What follows belongs to an exercise in optimizing a design on an open flow for small area and a short achievable clock period; a production flow would make more cautious choices.
The RTL was checked by simulation tests, not by an equivalence proof against the original design.

==> design/flow/design.v <==
package dsc_pkg;
    localparam int TOLERANCE    = 5;
    localparam int Q_BITS       = 19;
    localparam int W_BITS       = 20;
    localparam int FRAC_BITS    = 17;
    localparam int RAMP_BITS    = 17;
    localparam int RAMP_X_BITS  = 23;
    localparam int FADE_X_BITS  = 22;
    localparam int RECIP_BITS   = 28;
    localparam int K_BITS       = 7;
    localparam int CFG_IDX_BITS = 1;
    localparam logic [CFG_IDX_BITS-1:0] CFG_DEPTH_LOW  = CFG_IDX_BITS'(0);
    localparam logic [CFG_IDX_BITS-1:0] CFG_DEPTH_HIGH = CFG_IDX_BITS'(1);
    localparam logic [W_BITS-1:0] NM_350 = W_BITS'(350 * 1024);
    localparam logic [W_BITS-1:0] NM_420 = W_BITS'(420 * 1024);
    localparam logic [W_BITS-1:0] NM_440 = W_BITS'(440 * 1024);
    localparam logic [W_BITS-1:0] NM_490 = W_BITS'(490 * 1024);
    localparam logic [W_BITS-1:0] NM_510 = W_BITS'(510 * 1024);
    localparam logic [W_BITS-1:0] NM_580 = W_BITS'(580 * 1024);
    localparam logic [W_BITS-1:0] NM_645 = W_BITS'(645 * 1024);
    localparam logic [W_BITS-1:0] NM_680 = W_BITS'(680 * 1024);
    localparam logic [W_BITS-1:0] NM_750 = W_BITS'(750 * 1024);
    localparam logic [FRAC_BITS-1:0] FRAC_ONE  = FRAC_BITS'(65536);
    localparam logic [FRAC_BITS-1:0] FADE_BASE = FRAC_BITS'(19661);
    localparam logic [RAMP_BITS-1:0] FADE_SPAN = RAMP_BITS'(45875);
    localparam logic [K_BITS-1:0] K_90 = K_BITS'(90);
    localparam logic [K_BITS-1:0] K_50 = K_BITS'(50);
    localparam logic [K_BITS-1:0] K_20 = K_BITS'(20);
    localparam logic [K_BITS-1:0] K_70 = K_BITS'(70);
    localparam logic [K_BITS-1:0] K_65 = K_BITS'(65);
    localparam logic [RECIP_BITS-1:0] RECIP_90 = RECIP_BITS'((64'd1 << 32) / 64'd90);
    localparam logic [RECIP_BITS-1:0] RECIP_50 = RECIP_BITS'((64'd1 << 32) / 64'd50);
    localparam logic [RECIP_BITS-1:0] RECIP_20 = RECIP_BITS'((64'd1 << 32) / 64'd20);
    localparam logic [RECIP_BITS-1:0] RECIP_70 = RECIP_BITS'((64'd1 << 32) / 64'd70);
    localparam logic [RECIP_BITS-1:0] RECIP_65 = RECIP_BITS'((64'd1 << 32) / 64'd65);
    typedef enum logic [2:0] {
        SEG_VIOLET,
        SEG_BLUE,
        SEG_CYAN,
        SEG_GREEN,
        SEG_YELLOW,
        SEG_RED
    } t_seg;
    typedef struct packed {
        logic frame_end;
        logic in_band;
    } t_pix_ctl;
    typedef struct packed {
        t_seg     seg;
        t_pix_ctl ctl;
    } t_ramp_side;
endpackage
import dsc_pkg::*;
module dsc_div #(
    parameter int DEPTH_BITS = 11
) (
    input  logic                                   i_clk,
    input  logic                                   i_rst_n,
    input  logic                                   i_v,
    input  logic [DEPTH_BITS+dsc_pkg::Q_BITS-1:0]  i_num,
    input  logic [DEPTH_BITS-1:0]                  i_den,
    input  logic [1:0]                             i_ctl,
    output logic                                   o_v,
    output logic [dsc_pkg::Q_BITS-1:0]             o_q,
    output logic [1:0]                             o_ctl
);
    localparam int NW = DEPTH_BITS + Q_BITS;
    logic [NW-1:0]         w_rem [Q_BITS];
    logic [Q_BITS-1:0]     w_q   [Q_BITS+1];
    logic [DEPTH_BITS-1:0] w_den [Q_BITS+1];
    logic [1:0] w_ctl [Q_BITS+1];
    logic                  w_v   [Q_BITS+1];
    assign w_rem[0] = i_num;
    assign w_q[0]   = '0;
    assign w_den[0] = i_den;
    assign w_ctl[0] = i_ctl;
    assign w_v[0]   = i_v;
    for (genvar s = 0; s < Q_BITS; s++) begin : g_stage
        localparam int B = Q_BITS - 1 - s;
        logic [NW-1:0]         n_shifted;
        logic                  n_ge;
        logic [Q_BITS-1:0]     r_q;
        logic [DEPTH_BITS-1:0] r_den;
        logic [1:0] r_ctl;
        logic                  r_v;
        assign n_shifted = NW'(w_den[s]) << B;
        assign n_ge      = w_rem[s] >= n_shifted;
        always_ff @(posedge i_clk) begin
            if (!i_rst_n) begin
                r_v <= 1'b0;
            end else begin
                r_v <= w_v[s];
            end
        end
        always_ff @(posedge i_clk) begin
            r_q   <= w_q[s] | (Q_BITS'(n_ge) << B);
            r_den <= w_den[s];
            r_ctl <= w_ctl[s];
        end
        if (s < Q_BITS - 1) begin : g_rem
            logic [NW-1:0] r_rem;
            always_ff @(posedge i_clk) begin
                r_rem <= n_ge ? (w_rem[s] - n_shifted) : w_rem[s];
            end
            assign w_rem[s+1] = r_rem;
        end
        assign w_q[s+1]   = r_q;
        assign w_den[s+1] = r_den;
        assign w_ctl[s+1] = r_ctl;
        assign w_v[s+1]   = r_v;
    end
    assign o_v   = w_v[Q_BITS];
    assign o_q   = w_q[Q_BITS];
    assign o_ctl = w_ctl[Q_BITS];
endmodule
import dsc_pkg::*;
module dsc_cdiv #(
    parameter int X_BITS    = 23,
    parameter int SIDE_BITS = 1
) (
    input  logic                             i_clk,
    input  logic [X_BITS-1:0]                i_x,
    input  logic [dsc_pkg::K_BITS-1:0]       i_k,
    input  logic [dsc_pkg::RECIP_BITS-1:0]   i_m,
    input  logic [SIDE_BITS-1:0]             i_side,
    output logic [dsc_pkg::RAMP_BITS-1:0]    o_q,
    output logic [SIDE_BITS-1:0]             o_side
);
    localparam int PW = X_BITS + RECIP_BITS;
    logic [PW-1:0]        r_prod;
    logic [X_BITS-1:0]    r_xa;
    logic [K_BITS-1:0]    r_ka;
    logic [SIDE_BITS-1:0] r_sa;
    logic [RAMP_BITS-1:0] n_q0;
    logic [X_BITS-1:0]    r_qk;
    logic [RAMP_BITS-1:0] r_qb;
    logic [X_BITS-1:0]    r_xb;
    logic [K_BITS-1:0]    r_kb;
    logic [SIDE_BITS-1:0] r_sb;
    logic [X_BITS-1:0]    n_rem;
    logic [RAMP_BITS-1:0] r_q;
    logic [SIDE_BITS-1:0] r_sc;
    always_ff @(posedge i_clk) begin
        r_prod <= PW'(i_x) * PW'(i_m);
        r_xa   <= i_x;
        r_ka   <= i_k;
        r_sa   <= i_side;
    end
    assign n_q0 = r_prod[32 +: RAMP_BITS];
    always_ff @(posedge i_clk) begin
        r_qk <= X_BITS'(n_q0) * X_BITS'(r_ka);
        r_qb <= n_q0;
        r_xb <= r_xa;
        r_kb <= r_ka;
        r_sb <= r_sa;
    end
    assign n_rem = r_xb - r_qk;
    always_ff @(posedge i_clk) begin
        r_q  <= (n_rem >= X_BITS'(r_kb)) ? (r_qb + RAMP_BITS'(1)) : r_qb;
        r_sc <= r_sb;
    end
    assign o_q    = r_q;
    assign o_side = r_sc;
endmodule
import dsc_pkg::*;
module depth_to_spectrum_color #(
    parameter int DEPTH_BITS = 11
) (
    input  logic                               i_clk,
    input  logic                               i_rst_n,
    input  logic                               start,
    output logic                               busy,
    input  logic                               i_cfg_we,
    input  logic [dsc_pkg::CFG_IDX_BITS-1:0]   i_cfg_idx,
    input  logic [DEPTH_BITS-1:0]              i_cfg_data,
    input  logic [DEPTH_BITS-1:0]              i_depth_sample,
    input  logic                               i_frame_end_in,
    output logic                               o_valid,
    output logic [7:0]                         o_blue_level,
    output logic [7:0]                         o_green_level,
    output logic [7:0]                         o_red_level,
    output logic                               o_frame_end_out
);
    localparam int NUM_BITS = DEPTH_BITS + 9;
    logic [DEPTH_BITS-1:0] r_depth_low;
    logic [DEPTH_BITS-1:0] r_depth_high;
    assign busy = 1'b0;
    always_ff @(posedge i_clk) begin
        if (!i_rst_n) begin
            r_depth_low  <= DEPTH_BITS'(909);
            r_depth_high <= DEPTH_BITS'(930);
        end else if (i_cfg_we) begin
            case (i_cfg_idx)
                CFG_DEPTH_LOW:  r_depth_low  <= i_cfg_data;
                CFG_DEPTH_HIGH: r_depth_high <= i_cfg_data;
                default: ;
            endcase
        end
    end
    logic [DEPTH_BITS:0]   n_d5;
    logic                  n_in_band;
    logic                  r1_v;
    logic [DEPTH_BITS-1:0] r1_diff;
    logic [DEPTH_BITS-1:0] r1_den;
    logic [1:0]            r1_ctl;
    assign n_d5      = {1'b0, i_depth_sample} + (DEPTH_BITS+1)'(TOLERANCE);
    assign n_in_band = (r_depth_high > r_depth_low)
                    && (n_d5 >= {1'b0, r_depth_low})
                    && (n_d5 <= {1'b0, r_depth_high});
    always_ff @(posedge i_clk) begin
        if (!i_rst_n) begin
            r1_v <= 1'b0;
        end else begin
            r1_v <= start && !busy;
        end
    end
    always_ff @(posedge i_clk) begin
        r1_diff <= DEPTH_BITS'(n_d5 - {1'b0, r_depth_low});
        r1_den  <= r_depth_high - r_depth_low;
        r1_ctl  <= {i_frame_end_in, n_in_band};
    end
    logic                  r2_v;
    logic [NUM_BITS-1:0]   r2_num;
    logic [DEPTH_BITS-1:0] r2_den;
    logic [1:0]            r2_ctl;
    always_ff @(posedge i_clk) begin
        if (!i_rst_n) begin
            r2_v <= 1'b0;
        end else begin
            r2_v <= r1_v;
        end
    end
    always_ff @(posedge i_clk) begin
        r2_num <= NUM_BITS'(r1_diff) * NUM_BITS'(400);
        r2_den <= r1_den;
        r2_ctl <= r1_ctl;
    end
    logic              div_v;
    logic [Q_BITS-1:0] div_q;
    logic [1:0]        div_ctl;
    dsc_div #(
        .DEPTH_BITS(DEPTH_BITS)
    ) u_div (
        .i_clk   (i_clk),
        .i_rst_n (i_rst_n),
        .i_v     (r2_v),
        .i_num   ({r2_num, 10'b0}),
        .i_den   (r2_den),
        .i_ctl   (r2_ctl),
        .o_v     (div_v),
        .o_q     (div_q),
        .o_ctl   (div_ctl)
    );
    logic [W_BITS-1:0]     n_w;
    logic [2:0]            n_seg;
    logic [W_BITS-1:0]     n_num_w;
    logic [K_BITS-1:0]     n_k;
    logic [RECIP_BITS-1:0] n_m;
    logic                  n_fon;
    logic [W_BITS-1:0]     n_t_w;
    assign n_w = NM_350 + W_BITS'(div_q);
    always_comb begin
        if (n_w < NM_440) begin
            n_seg = SEG_VIOLET;
        end else if (n_w < NM_490) begin
            n_seg = SEG_BLUE;
        end else if (n_w < NM_510) begin
            n_seg = SEG_CYAN;
        end else if (n_w < NM_580) begin
            n_seg = SEG_GREEN;
        end else if (n_w < NM_645) begin
            n_seg = SEG_YELLOW;
        end else begin
            n_seg = SEG_RED;
        end
    end
    always_comb begin
        case (n_seg)
            SEG_VIOLET: begin
                n_num_w = NM_440 - n_w;
                n_k     = K_90;
                n_m     = RECIP_90;
            end
            SEG_BLUE: begin
                n_num_w = n_w - NM_440;
                n_k     = K_50;
                n_m     = RECIP_50;
            end
            SEG_CYAN: begin
                n_num_w = NM_510 - n_w;
                n_k     = K_20;
                n_m     = RECIP_20;
            end
            SEG_GREEN: begin
                n_num_w = n_w - NM_510;
                n_k     = K_70;
                n_m     = RECIP_70;
            end
            SEG_YELLOW: begin
                n_num_w = NM_645 - n_w;
                n_k     = K_65;
                n_m     = RECIP_65;
            end
            default: begin
                n_num_w = '0;
                n_k     = K_65;
                n_m     = RECIP_65;
            end
        endcase
    end
    assign n_fon = (n_w < NM_420) || (n_w >= NM_680);
    assign n_t_w = (n_w < NM_420) ? (n_w - NM_350) : (NM_750 - n_w);
    logic                   r3_v;
    logic [RAMP_X_BITS-1:0] r3_x;
    logic [K_BITS-1:0]      r3_k;
    logic [RECIP_BITS-1:0]  r3_m;
    logic [4:0]             r3_side;
    logic                   r3_fon;
    logic [FRAC_BITS-1:0]   r3_t;
    always_ff @(posedge i_clk) begin
        if (!i_rst_n) begin
            r3_v <= 1'b0;
        end else begin
            r3_v <= div_v;
        end
    end
    always_ff @(posedge i_clk) begin
        r3_x    <= {n_num_w[FRAC_BITS-1:0], 6'b0};
        r3_k    <= n_k;
        r3_m    <= n_m;
        r3_side <= {n_seg, div_ctl};
        r3_fon  <= n_fon;
        r3_t    <= n_t_w[FRAC_BITS-1:0];
    end
    logic [32:0]            n_fprod;
    logic                   r4_v;
    logic [RAMP_X_BITS-1:0] r4_x;
    logic [K_BITS-1:0]      r4_k;
    logic [RECIP_BITS-1:0]  r4_m;
    logic [4:0]             r4_side;
    logic                   r4_fon;
    logic [FADE_X_BITS-1:0] r4_fx;
    assign n_fprod = 33'(FADE_SPAN) * 33'(r3_t);
    always_ff @(posedge i_clk) begin
        if (!i_rst_n) begin
            r4_v <= 1'b0;
        end else begin
            r4_v <= r3_v;
        end
    end
    always_ff @(posedge i_clk) begin
        r4_x    <= r3_x;
        r4_k    <= r3_k;
        r4_m    <= r3_m;
        r4_side <= r3_side;
        r4_fon  <= r3_fon;
        r4_fx   <= n_fprod[10 +: FADE_X_BITS];
    end
    logic [RAMP_BITS-1:0] ramp_q;
    logic [4:0]           ramp_side;
    logic [RAMP_BITS-1:0] fade_q;
    logic [0:0]           fade_on;
    logic [2:0]           r_cdv;
    dsc_cdiv #(
        .X_BITS    (RAMP_X_BITS),
        .SIDE_BITS (5)
    ) u_ramp_div (
        .i_clk  (i_clk),
        .i_x    (r4_x),
        .i_k    (r4_k),
        .i_m    (r4_m),
        .i_side (r4_side),
        .o_q    (ramp_q),
        .o_side (ramp_side)
    );
    dsc_cdiv #(
        .X_BITS    (FADE_X_BITS),
        .SIDE_BITS (1)
    ) u_fade_div (
        .i_clk  (i_clk),
        .i_x    (r4_fx),
        .i_k    (K_70),
        .i_m    (RECIP_70),
        .i_side (r4_fon),
        .o_q    (fade_q),
        .o_side (fade_on)
    );
    always_ff @(posedge i_clk) begin
        if (!i_rst_n) begin
            r_cdv <= '0;
        end else begin
            r_cdv <= {r_cdv[1:0], r4_v};
        end
    end
    logic [FRAC_BITS-1:0] n_ramp;
    logic [FRAC_BITS-1:0] n_cr;
    logic [FRAC_BITS-1:0] n_cg;
    logic [FRAC_BITS-1:0] n_cb;
    logic                 r5_v;
    logic [FRAC_BITS-1:0] r5_cr;
    logic [FRAC_BITS-1:0] r5_cg;
    logic [FRAC_BITS-1:0] r5_cb;
    logic [FRAC_BITS-1:0] r5_f;
    logic                 r5_fe;
    assign n_ramp = FRAC_BITS'(ramp_q);
    always_comb begin
        case (ramp_side[4:2])
            SEG_VIOLET: begin
                n_cr = n_ramp;
                n_cg = '0;
                n_cb = FRAC_ONE;
            end
            SEG_BLUE: begin
                n_cr = '0;
                n_cg = n_ramp;
                n_cb = FRAC_ONE;
            end
            SEG_CYAN: begin
                n_cr = '0;
                n_cg = FRAC_ONE;
                n_cb = n_ramp;
            end
            SEG_GREEN: begin
                n_cr = n_ramp;
                n_cg = FRAC_ONE;
                n_cb = '0;
            end
            SEG_YELLOW: begin
                n_cr = FRAC_ONE;
                n_cg = n_ramp;
                n_cb = '0;
            end
            default: begin
                n_cr = FRAC_ONE;
                n_cg = '0;
                n_cb = '0;
            end
        endcase
        if (!ramp_side[0]) begin
            n_cr = '0;
            n_cg = '0;
            n_cb = '0;
        end
    end
    always_ff @(posedge i_clk) begin
        if (!i_rst_n) begin
            r5_v <= 1'b0;
        end else begin
            r5_v <= r_cdv[2];
        end
    end
    always_ff @(posedge i_clk) begin
        r5_cr <= n_cr;
        r5_cg <= n_cg;
        r5_cb <= n_cb;
        r5_f  <= fade_on[0] ? (FADE_BASE + FRAC_BITS'(fade_q)) : FRAC_ONE;
        r5_fe <= ramp_side[1];
    end
    logic [2*FRAC_BITS-1:0] n_pr;
    logic [2*FRAC_BITS-1:0] n_pg;
    logic [2*FRAC_BITS-1:0] n_pb;
    logic                   r6_v;
    logic [FRAC_BITS-1:0]   r6_pr;
    logic [FRAC_BITS-1:0]   r6_pg;
    logic [FRAC_BITS-1:0]   r6_pb;
    logic                   r6_fe;
    assign n_pr = (2*FRAC_BITS)'(r5_cr) * (2*FRAC_BITS)'(r5_f);
    assign n_pg = (2*FRAC_BITS)'(r5_cg) * (2*FRAC_BITS)'(r5_f);
    assign n_pb = (2*FRAC_BITS)'(r5_cb) * (2*FRAC_BITS)'(r5_f);
    always_ff @(posedge i_clk) begin
        if (!i_rst_n) begin
            r6_v <= 1'b0;
        end else begin
            r6_v <= r5_v;
        end
    end
    always_ff @(posedge i_clk) begin
        r6_pr <= n_pr[16 +: FRAC_BITS];
        r6_pg <= n_pg[16 +: FRAC_BITS];
        r6_pb <= n_pb[16 +: FRAC_BITS];
        r6_fe <= r5_fe;
    end
    logic [24:0] n_br;
    logic [24:0] n_bg;
    logic [24:0] n_bb;
    assign n_br = (25'(r6_pr) << 8) - 25'(r6_pr);
    assign n_bg = (25'(r6_pg) << 8) - 25'(r6_pg);
    assign n_bb = (25'(r6_pb) << 8) - 25'(r6_pb);
    always_ff @(posedge i_clk) begin
        if (!i_rst_n) begin
            o_valid <= 1'b0;
        end else begin
            o_valid <= r6_v;
        end
    end
    always_ff @(posedge i_clk) begin
        o_red_level     <= n_br[23:16];
        o_green_level   <= n_bg[23:16];
        o_blue_level    <= n_bb[23:16];
        o_frame_end_out <= r6_fe;
    end
endmodule
==> design/flow/run.sh <==
#!/bin/bash
# synth_recipe.tcl (not shown) runs the flow's synth.tcl, then flattens the netlist and writes it again
# the make line also repeats each setting of config.mk as NAME=value (left out here)
make -C /OpenROAD-flow-scripts/flow DESIGN_CONFIG=/design/flow/config.mk WORK_HOME=/design/flow/orfs CLKGATE_MAP_FILE= SYNTH_SCRIPT=/design/flow/synth_recipe.tcl finish
==> design/flow/config.mk <==
export PLATFORM = sky130hd
export DESIGN_NAME = depth_to_spectrum_color
export DESIGN_NICKNAME = depth_to_spectrum_color
export VERILOG_FILES = /design/flow/design.v
export SDC_FILE = /design/flow/constraint.sdc
export NUM_CORES = 4
export LEC_CHECK = 0
export CAP_MARGIN = 20
export CORE_MARGIN = 2
export CORE_UTILIZATION = 40
export SLEW_MARGIN = 20
==> design/flow/constraint.sdc <==
create_clock -name core_clock -period 8.0 [get_ports {i_clk}]
set_input_delay 1.6000 -clock core_clock [delete_from_list [all_inputs] [get_ports {i_clk}]]
set_output_delay 1.6000 -clock core_clock [all_outputs]
set_load 0.01 [all_outputs]
==> results.txt <==
## cell usage in the layout, fill, tap and decap left out, types with 161 or more instances in the layout
cell type  netlist  routed
fa_1          1359    1359
clkbuf_16        0     161
ha_1          1252    1252
and2_1         408     408
nand2_1       1276    1276
o21ai_0        279     279
nor2_1         443     442
inv_1         2430    2430
xnor2_1        356     356
dfxtp_1       1427    1414
xor2_1         187     187
a21oi_1        263     263
## per-layer routing
| layer | routed length (um) | up-vias | GRT usage (%) |
|---|---|---|---|
| li1 | - | 35300 | - |
| met1 | 110000 | 36200 | 24.3 |
| met2 | 126000 | 1521 | 33.6 |
| met3 | 10600 | 435 | 2.43 |
| met4 | 8160 | 2 | 6.15 |
| met5 | 13 | - | 0 |
## sequential cells by signal (all words and copies together) (netlist names), 19 cells and up
signal / cells
u_div.g_stage.g_rem.r_rem: 379
u_div.g_stage.r_den: 198
u_div.g_stage.r_q: 190
u_div.g_stage.r_ctl: 38
u_ramp_div.r_qk: 23
r4_fx: 22
u_fade_div.r_xa: 21
u_fade_div.r_xb: 21
u_fade_div.r_qk: 20
u_div.g_stage.r_v: 19
## cell families after synthesis
group           synth area share [%]
xor+xnor                        4.41
flops                           26.5
other cells                  0.00347
compound gates                  6.46
buf+inv                         9.50
fa+ha+maj                       39.7
simple gates                    12.7
mux                            0.758
## through the flow
step                utilization (%)  setup WS [ps]
floorplan                         -           1180
global placement               42.0            664
detailed placement             42.0            577
CTS                            44.2            529
global route                   44.2            132
finish                         44.2            586
## critical path, stage by stage (launching register included)
cell,delay [ps]
dfxtp_1,600
buf_4,310
nand2_1,160
fa_1,560
inv_1,50
fa_1,520
fa_1,450
fa_1,520
fa_1,560
inv_1,60
fa_1,530
inv_1,40
ha_1,320
nand4_1,150
a211oi_1,110
o211ai_1,210
a21oi_1,120
o41ai_1,390
nand2b_1,240
a31o_2,310
o41ai_1,250
buf_4,190
nor2_1,40
a2111oi_0,440
xnor2_1,180
## final cells by class
| cell class | count | area share, % |
|---|---|---|
| antenna | 2 | 0.00422 |
| clock buffer | 205 | 3.74 |
| clock inverter | 91 | 1.14 |
| inverter | 2431 | 7.70 |
| multi-input combinational | 7209 | 58.3 |
| sequential | 1427 | 24.1 |
| tap | 3552 | 3.75 |
| timing repair buffer | 170 | 1.22 |
## how the worst max path moves through the flow
| stage | endpoint | slack, ps | depth (start not counted) |
|---|---|---|---|
| finish | u_ramp_div.r_prod[48]$_DFF_P_ | 590 | 24 |
| global route | r6_pg[16]$_DFF_P_ | 130 | 24 |
| floorplan | u_ramp_div.r_prod[48]$_DFF_P_ | 1180 | 26 |
| CTS | r6_pg[16]$_DFF_P_ | 530 | 23 |
| detailed placement | u_fade_div.r_prod[47]$_DFF_P_ | 580 | 24 |
| global placement | r6_pg[16]$_DFF_P_ | 660 | 24 |
==> results.cfg <==
[run_status]
outcome = complete, no violations

[synthesis]
ys_seq_area_share_pct = 26.5
syn-num-nets = 14000
synthArstFlopShare_pct = 0
synthCells = 11400
yosys_warnings = 9
synth_edf_count = 0
synth_commonest_cells = inv_1 (2430), dfxtp_1 (1427), fa_1 (1359)
synth.area.top_cells = dfxtp_1 (26%), fa_1 (25%), ha_1 (15%)
yosys_most_used_dff = dfxtp_1
netlist.area_leader.share_pct = 26.5
synthDistinctLibCells = 84
syn_avg_cell_area_um2 = 9.50
ys_seq_elements = 1427
yosysTopAreaCell = dfxtp_1
syn-cell-area_um2 = 108000
synth.most_common_cell = inv_1

[place]
postPlaceCellArea_um2 = 113000
gp_congestion = 0.908
dp.final_hpwl_um = 209000
io_buffers = 53
placedCellCount = 14800

[setup_path]
r2r-start = r4_m[21]$_DFF_P_
startpoint_type = flop
arrival_ps = 8140
path_max_fanout = 9
cp-end-kind = flop
reg2reg_to = u_ramp_div.r_prod[48]$_DFF_P_
critPathRequiredTime_ps = 8720
r2r_slack_ps = 590
critical_path_class = flop to flop
r2r_cells = 24
worstSetupStartpoint = r4_m[21]$_DFF_P_

[timing]
skew_ps = 41.7
setup_total_negative_slack_ps = 0
hold_slack_ps = 305
slew-limit-headroom_pct = 26.4
rsz0062_at_grt = false
setup_viol = 0
drv_slew = 0
fin_crit_sh_pct = 92.7
hold_violations = 0
post-route-min-period_ps = 7410
fmax_ghz = 0.135
tightest_slew_ps = 1080

[die]
ios = 55
start_util_pct = 40.2
core-area_um2 = 268000
die_h_um = 523
dieArea_um2 = 274000
die_w_um = 523
rows = 190

[detailed_routing]
drc = 0
ant_nets = 0
totalWireLength_um = 255000
drt-pass1-iter-count = 7
drt-initial-drc-count = 3740
vias = 73400
vias_per_cell = 4.87
wire_per_inst_um = 16.9

[final_layout]
final_cells = 15100
syn2layout_area_growth_pct = 9.82
fin_area_um2 = 119000
n_fill_cell = 25600
final_layout_size_suffix_gt1_share_pct = 4.40
final-seq-area_um2 = 28600
multi_input_area_um2 = 69100
nNetsFinal = 14000

[hold_path]
worstHoldPathCells = 0
hold_start = u_div.g_stage[2].r_q[17]$_DFF_P_
hold_class = flop to flop
min_to = u_div.g_stage[3].r_q[17]$_DFF_P_

[clock_network]
cts_made_buffers = 160
clockBufferDepth = 3
cts.hold.buffers_added = 0
cts_num_sinks = 1427
cts_setup_buffers = 0
clock_latency_ps = 830
cts_tree = done
clock-root-buffer = clkbuf_16
ctsResizeCount = 0
htreeDepth = 4
clk_pin_slew_ps = 60

[global_route]
grt_max_degree = 52
grt_pass1_vias = 79500
overflow = 0
grt_usage_pct = 19.1
antenna_found_initial = 6
grt_pass1_wl_um = 419000

[run]
drv_cap = 0

static timing again, ports no longer ideal:
How much do the figures lean on ideal ports? The routed layout below was timed once more, with nothing changed but the port constraints.
Step 1 (the two cells are an assumption about what drives the block):
set clk [get_ports {i_clk}]
set_driving_cell -lib_cell sky130_fd_sc_hd__clkbuf_16 $clk
set_driving_cell -lib_cell sky130_fd_sc_hd__buf_2 [delete_from_list [all_inputs] $clk]
Step 2 also shifts input and output timing later by t, the mid clock arrival at the registers, as if the neighbouring blocks saw the same clock.
a / b / c = ideal ports / drivers / drivers and shift; a / b = the first two.
t, ns: 0.901
setup slack, ns: 0.586 / 0.586 / 0.586
hold WS [ns]: 0.305 / 0.305 / 0.305
worst register clock-pin slew, ns: 0.07 / 0.07
cell pins on the clock port's net: 1
After both steps setup and hold are still met in this run. For this run, drivers alone change the setup slack by 0.000 ns; drivers and shift together by 0.000 ns.
